Context: an optimization exercise on an open-source flow, tuned for small area and a short achievable clock period. The choices shown serve that exercise and are no tape-out recipe.
Only simulation tests tie the RTL to the original design; equivalence was not proved.
Power and IR drop assume default switching activity.

Design vid_top, start of the top module:
module vid_top #(
    parameter int H_VISIBLE = 16,
    parameter int H_FRONT   = 2,
    parameter int H_SYNC    = 4,
    parameter int H_BACK    = 2,
    parameter int V_VISIBLE = 8,
    parameter int V_FRONT   = 1,
    parameter int V_SYNC    = 2,
    parameter int V_BACK    = 1
)(
    input  wire logic           clk,
    input  wire logic           reset_i,
    input  wire logic           bus_cs_n_i,
    input  wire logic           bus_rd_nwr_i,
    input  wire logic [3:0]     bus_reg_num_i,
    input  wire logic           bus_bytesel_i,
    input  wire logic [7:0]     bus_data_i,
    output logic      [7:0]     bus_data_o,
    output logic                bus_intr_o,
    output logic      [3:0]     red_o,
    output logic      [3:0]     green_o,
    output logic      [3:0]     blue_o,
    output logic                hsync_o,
    output logic                vsync_o,
    output logic                dv_de_o
);
export LEC_CHECK = 0
export CAP_MARGIN = 20
export CORE_MARGIN = 2
export CORE_UTILIZATION = 65
export SETUP_SLACK_MARGIN = 4.5
export SLEW_MARGIN = 20
create_clock -name core_clock -period 7.0 [get_ports {clk}]
standard.sh (not shown) runs the stock make flow with config.mk's settings and CLKGATE_MAP_FILE= SYNTH_SCRIPT=/design/flow/synth_recipe.tcl, a recipe that flattens the netlist after the stock synthesis.
==> flow/flow/run.sh <==
#!/bin/bash
# The standard layout (standard.sh) with three changes: the port buffers are
# buf_4 cells, the resizer may swap a cell for one of another footprint, and
# CTS clusters sinks into larger groups without dummy loads. Make's output
# goes to make.log here; each ORFS step keeps its own log under orfs/logs/.
set -euo pipefail
bash standard.sh \
    MATCH_CELL_FOOTPRINT=0 \
    "BUFFER_PORTS_ARGS=-buffer_cell sky130_fd_sc_hd__buf_4" \
    "CTS_ARGS=-sink_clustering_enable -repair_clock_nets -sink_clustering_size 30 -sink_clustering_max_diameter 60 -dont_use_dummy_load" \
    finish > make.log 2>&1
==> next run, changes <==
--- a/flow/flow/run.sh
+++ b/flow/flow/run.sh
@@ -8,4 +8,4 @@
     MATCH_CELL_FOOTPRINT=0 \
     "BUFFER_PORTS_ARGS=-buffer_cell sky130_fd_sc_hd__buf_4" \
-    "CTS_ARGS=-sink_clustering_enable -repair_clock_nets -sink_clustering_size 30 -sink_clustering_max_diameter 60 -dont_use_dummy_load" \
+    "CTS_ARGS=-sink_clustering_enable -repair_clock_nets -sink_clustering_size 30 -sink_clustering_max_diameter 50 -dont_use_dummy_load" \
     finish > make.log 2>&1
--- a/flow/config.mk
+++ b/flow/config.mk
@@ -6,7 +6,8 @@
 export NUM_CORES = 4
 export LEC_CHECK = 0
-export CAP_MARGIN = 20
+export CAP_MARGIN = 5
 export CORE_MARGIN = 2
 export CORE_UTILIZATION = 65
 export SETUP_SLACK_MARGIN = 4.5
-export SLEW_MARGIN = 20
+export SLEW_MARGIN = 5
+export TNS_END_PERCENT = 30
What happened: The new run completed without violations; count of clock-buffer cells in the layout goes up by 32; via count goes up slightly; sequential share of layout area goes down by 0.19 points; clock power goes up by a little under a tenth; global-route usage goes down by 0.18 points; non-clock buffer count goes down by 17; hold slack is better by 0.046 ns; die area does not change; synthesized area does not change; design area hardly moves.
==> next run, changes <==
--- a/flow/flow/run.sh
+++ b/flow/flow/run.sh
@@ -8,4 +8,4 @@
     MATCH_CELL_FOOTPRINT=0 \
     "BUFFER_PORTS_ARGS=-buffer_cell sky130_fd_sc_hd__buf_4" \
-    "CTS_ARGS=-sink_clustering_enable -repair_clock_nets -sink_clustering_size 30 -sink_clustering_max_diameter 50 -dont_use_dummy_load" \
+    "CTS_ARGS=-sink_clustering_enable -repair_clock_nets -sink_clustering_size 24 -sink_clustering_max_diameter 40 -dont_use_dummy_load" \
     finish > make.log 2>&1
--- a/flow/config.mk
+++ b/flow/config.mk
@@ -6,8 +6,7 @@
 export NUM_CORES = 4
 export LEC_CHECK = 0
-export CAP_MARGIN = 5
+export CAP_MARGIN = 20
 export CORE_MARGIN = 2
 export CORE_UTILIZATION = 65
-export SETUP_SLACK_MARGIN = 4.5
-export SLEW_MARGIN = 5
-export TNS_END_PERCENT = 30
+export SETUP_SLACK_MARGIN = 4.6
+export SLEW_MARGIN = 20
Effect: This time the run completed, yet does not pass: antenna rules. Total power rose by 14%. Setup slack gets worse by 0.070 ns. Final cell count came out higher by 2.2%. Synthesized area does not change. Cell area is higher by 4.7%. Sequential share of layout area falls by 3.4 points. Sequential power hardly moves. Routed wire length came out higher by 5.0%. First-iteration DRC count rises by 6.1%. Count of clock-buffer cells in the layout is higher by 186. Clock power is higher by 43%.
==> next run, changes <==
--- a/flow/flow/run.sh
+++ b/flow/flow/run.sh
@@ -8,4 +8,4 @@
     MATCH_CELL_FOOTPRINT=0 \
     "BUFFER_PORTS_ARGS=-buffer_cell sky130_fd_sc_hd__buf_4" \
-    "CTS_ARGS=-sink_clustering_enable -repair_clock_nets -sink_clustering_size 24 -sink_clustering_max_diameter 40 -dont_use_dummy_load" \
+    "CTS_ARGS=-sink_clustering_enable -repair_clock_nets -sink_clustering_size 30 -sink_clustering_max_diameter 50 -dont_use_dummy_load -sink_clustering_levels 2" \
     finish > make.log 2>&1
--- a/flow/config.mk
+++ b/flow/config.mk
@@ -9,4 +9,4 @@
 export CORE_MARGIN = 2
 export CORE_UTILIZATION = 65
-export SETUP_SLACK_MARGIN = 4.6
+export SETUP_SLACK_MARGIN = 4.5
 export SLEW_MARGIN = 20
Effect: Now the flow passed the timing, design-rule and antenna checks; final area is lower by 3.7%; core utilization is lower by 2.8 points; global-route usage is lower by 1.1 points; worst setup slack gains 0.051 ns.
==> next run, changes <==
--- a/flow/flow/run.sh
+++ b/flow/flow/run.sh
@@ -8,4 +8,4 @@
     MATCH_CELL_FOOTPRINT=0 \
     "BUFFER_PORTS_ARGS=-buffer_cell sky130_fd_sc_hd__buf_4" \
-    "CTS_ARGS=-sink_clustering_enable -repair_clock_nets -sink_clustering_size 30 -sink_clustering_max_diameter 50 -dont_use_dummy_load -sink_clustering_levels 2" \
+    "CTS_ARGS=-sink_clustering_enable -repair_clock_nets -sink_clustering_size 34 -sink_clustering_max_diameter 45 -dont_use_dummy_load" \
     finish > make.log 2>&1
--- a/flow/config.mk
+++ b/flow/config.mk
@@ -9,4 +9,4 @@
 export CORE_MARGIN = 2
 export CORE_UTILIZATION = 65
-export SETUP_SLACK_MARGIN = 4.5
+export SETUP_SLACK_MARGIN = 4.4
 export SLEW_MARGIN = 20
=> The changed run went through all stages and came out clean; first-iteration DRC count shrinks by 4.1%; clock power goes up by 24%; wire length is about the same; worst setup slack degrades by 0.054 ns; global-route usage goes up by 0.23 points.

-- separate check: timing with driven ports --
The results above use ideal ports. As a check the final layouts listed here were re-extracted and re-timed, cells and wires unchanged.
Step 1 sets driving cells, clkbuf_16 on the clock port and buf_2 on the other inputs (assumed; they add their load-dependent delay and slew).
Step 2, shift: input delay + t, output delay - t, t = (earliest + latest rising clock arrival at the registers) / 2. This alone moves slack from input paths to output paths.
a / b / c = ideal / step 1 / step 2; a / b = the first two.
| run | shift t [ns] | setup WS [ns] | worst setup path after step 2 | clock arrival spread, ns | worst data-port slew with drivers (ns) |
|---|---|---|---|---|---|
| the first run | 0.912 | 4.295 / 4.204 / 3.560 | input to register | 0.118 / 0.117 | 0.14 |
| the second run | 0.944 | 4.276 / 4.184 / 3.432 | input to register | 0.079 / 0.079 | 0.16 |
| the third run | 1.009 | 4.207 / 4.113 / 3.526 | input to register | 0.129 / 0.130 | 0.14 |
| the fourth run | 0.947 | 4.258 / 4.168 / 3.515 | input to register | 0.081 / 0.082 | 0.14 |
| the fifth run | 0.994 | 4.204 / 4.108 / 3.442 | input to register | 0.107 / 0.106 | 0.08 |
For the second run, which loses most, drivers alone change the setup slack by -0.092 ns; drivers and shift together by -0.844 ns.
